Background: an optimization exercise with open tools, aiming at small area, a short achievable clock period and few clock cycles per item. Do not read the settings as production practice. Only simulation tests tie the RTL to the original design; equivalence was not proved.

// incremental_bounding_sphere
module incremental_bounding_sphere (
	input  logic        clk,
	input  logic        arst_n,
	input  logic        in_valid,
	output logic        in_stall,
	input  logic signed [31:0] point_x,
	input  logic signed [31:0] point_y,
	input  logic signed [31:0] point_z,
	input  logic        start_new,
	output logic        out_valid,
	input  logic        out_stall,
	output logic signed [31:0] center_x,
	output logic signed [31:0] center_y,
	output logic signed [31:0] center_z,
	output logic [31:0] sphere_radius,
	output logic        grew,
	output logic        saturated
);
clock: 16.0 ns
lec_check: 0
abc_clock_period_in_ps: 4000
cap_margin: 20
core_margin: 2
core_utilization: 50
slew_margin: 20
run.sh (not shown) runs the stock make flow with config.mk's settings and CLKGATE_MAP_FILE= SYNTH_SCRIPT=/design/flow/synth_recipe.tcl, a recipe that flattens the netlist after the stock synthesis.
The starting point passed the timing, design-rule and antenna checks.
Testbench counts at the start, summed over its fixed seeds: cycles 51,864, points 5,466.
Rerun with:
==> flow/flow/run.sh (new file) <==
#!/bin/bash
# The standard layout (standard.sh: ORFS with the standard synthesis), with
# repair_timing asked for more setup slack than the clock period needs, so the
# resizer keeps working on the critical paths past the point the 16 ns clock needs.
set -euo pipefail
bash standard.sh SETUP_SLACK_MARGIN=10 finish > orfs_make.log 2>&1
==> flow/standard.sh (new file) <==
#!/bin/bash
# synth_recipe.tcl (not shown) runs the flow's synth.tcl, then flattens the netlist and writes it again
# the make line also repeats each setting of config.mk as NAME=value (left out here)
make -C /OpenROAD-flow-scripts/flow DESIGN_CONFIG=/design/flow/config.mk WORK_HOME=/design/flow/orfs CLKGATE_MAP_FILE= SYNTH_SCRIPT=/design/flow/synth_recipe.tcl "${@:-finish}"
removed: flow/run.sh
Area after synthesis does not change. Routed wire length came out higher by 2.6%. Via count came out higher by 1.3%. First-iteration DRC count came out lower by 8.0%. Design area came out higher by 2.8%. Worst hold slack improved by 0.0038 ns. Global-route usage came out higher by 0.56 points. Worst setup slack improved by 2.7 ns. Fmax came out higher by 45%.


## fjord
incremental_bounding_sphere, a different RTL version from the one above (not shown whole).
Size in the first run: ~12,000 cells after synthesis, roughly 230 I/O pins.
export LEC_CHECK = 0
export ABC_AREA = 1
export CAP_MARGIN = 20
export CORE_MARGIN = 2
export CORE_UTILIZATION = 50
export SLEW_MARGIN = 20
create_clock -name core_clock -period 16.0 [get_ports {clk}]
standard.sh (not shown) runs the stock make flow with config.mk's settings and CLKGATE_MAP_FILE= SYNTH_SCRIPT=/design/flow/synth_recipe.tcl, a recipe that flattens the netlist after the stock synthesis.
==> flow/flow/run.sh <==
#!/bin/bash
# The standard layout (standard.sh: ORFS with the standard synthesis, each
# ORFS step logging to orfs/logs/), with two changes to how it is made:
#  - repair_timing is asked for more setup slack than the 16 ns clock needs, so
#    the resizer keeps working on the critical paths;
#  - the port buffers (every input and output still gets one) are buf_2 cells
#    rather than the delay buffers buffer_ports picks by default.
set -euo pipefail
bash standard.sh SETUP_SLACK_MARGIN=11.3 \
	'BUFFER_PORTS_ARGS=-buffer_cell sky130_fd_sc_hd__buf_2' \
	finish > orfs_make.log 2>&1
Testbench counts of fjord, summed over its fixed seeds: cycles 49,528, points 5,466.
Input changes introduced in amber (baseline for comparison: fjord):
Settings: ABC_AREA removed (was 1); ABC_CLOCK_PERIOD_IN_PS newly set to 4000.
Findings:
Looking at setup slack on the worst flop-to-flop path across both flows, amber is the weaker of the two, with fjord ahead. The run with more routed wire is fjord, not amber. In amber, the post-route clock period utilization came out 1.3 points above the value in fjord. Cmp amber vs fjord: synthesized area higher in amber. Delta (amber minus fjord): finished layout cell area now smaller; die area now larger.
Edits applied to the flow inputs when going from amber to raven:
Settings: clearing ABC_CLOCK_PERIOD_IN_PS, which used to be 4000; putting ABC_AREA at 1 where nothing was set.
-- flow/flow/run.sh --
<<< amber, line 7
#    rather than the delay buffers buffer_ports picks by default.
set -euo pipefail
bash standard.sh SETUP_SLACK_MARGIN=11.3 \
	'BUFFER_PORTS_ARGS=-buffer_cell sky130_fd_sc_hd__buf_2' \
	finish > orfs_make.log 2>&1
>>> raven, line 7
#    rather than the delay buffers buffer_ports picks by default.
set -euo pipefail
bash standard.sh SETUP_SLACK_MARGIN=11.0 \
	'BUFFER_PORTS_ARGS=-buffer_cell sky130_fd_sc_hd__buf_2' \
	finish > orfs_make.log 2>&1
Notes after the runs:
Worst hold slack across raven and amber: no real change.
In the metrics for raven and amber, the one carrying the lower sequential share of layout area is amber.
Of the two values seen for most frequent standard cell in the layout excluding fill and tap cells, inv_1 was produced by amber and nand2_1 by raven.
raven ended up with mag_q[2][13] as its start point of the critical path; amber ended up with xn_q[1].
Relative to amber, the number of nets in the finished design of raven is higher by about 12%.
Delta (raven minus amber): overall die height saw a decrease, ratio of final minimum period to clock period now sits higher, count of plain and timing-repair buffers saw little to no change.

==> port drivers added, routing unchanged <==
No port has a modelled driver above. Below, the same layouts with a new extraction and two added sets of constraints.
Step 1 assumes that a clkbuf_16 drives the clock port and a buf_2 every other input.
Step 2 moves the port delays by t, midway between the first and last clock arrival at a register: inputs arrive t later, outputs are due t later. That takes back most of the time a late clock gives input paths.
a / b / c = ideal ports / drivers / drivers and shift; a / b = the first two.
run | shift t [ns] | slack for setup (ns) | clock arrival spread, ns
the first run of note 1 | 0.880 | 7.298 / 7.298 / 7.298 | 0.058 / 0.058
the second run of note 1 | 0.889 | 10.002 / 10.002 / 10.002 | 0.078 / 0.078
fjord | 0.895 | 10.799 / 10.799 / 10.799 | 0.067 / 0.067
amber | 0.911 | 10.595 / 10.595 / 10.595 | 0.075 / 0.074
raven | 0.920 | 10.432 / 10.432 / 10.432 | 0.130 / 0.130
After both steps setup and hold are still met in every run listed.
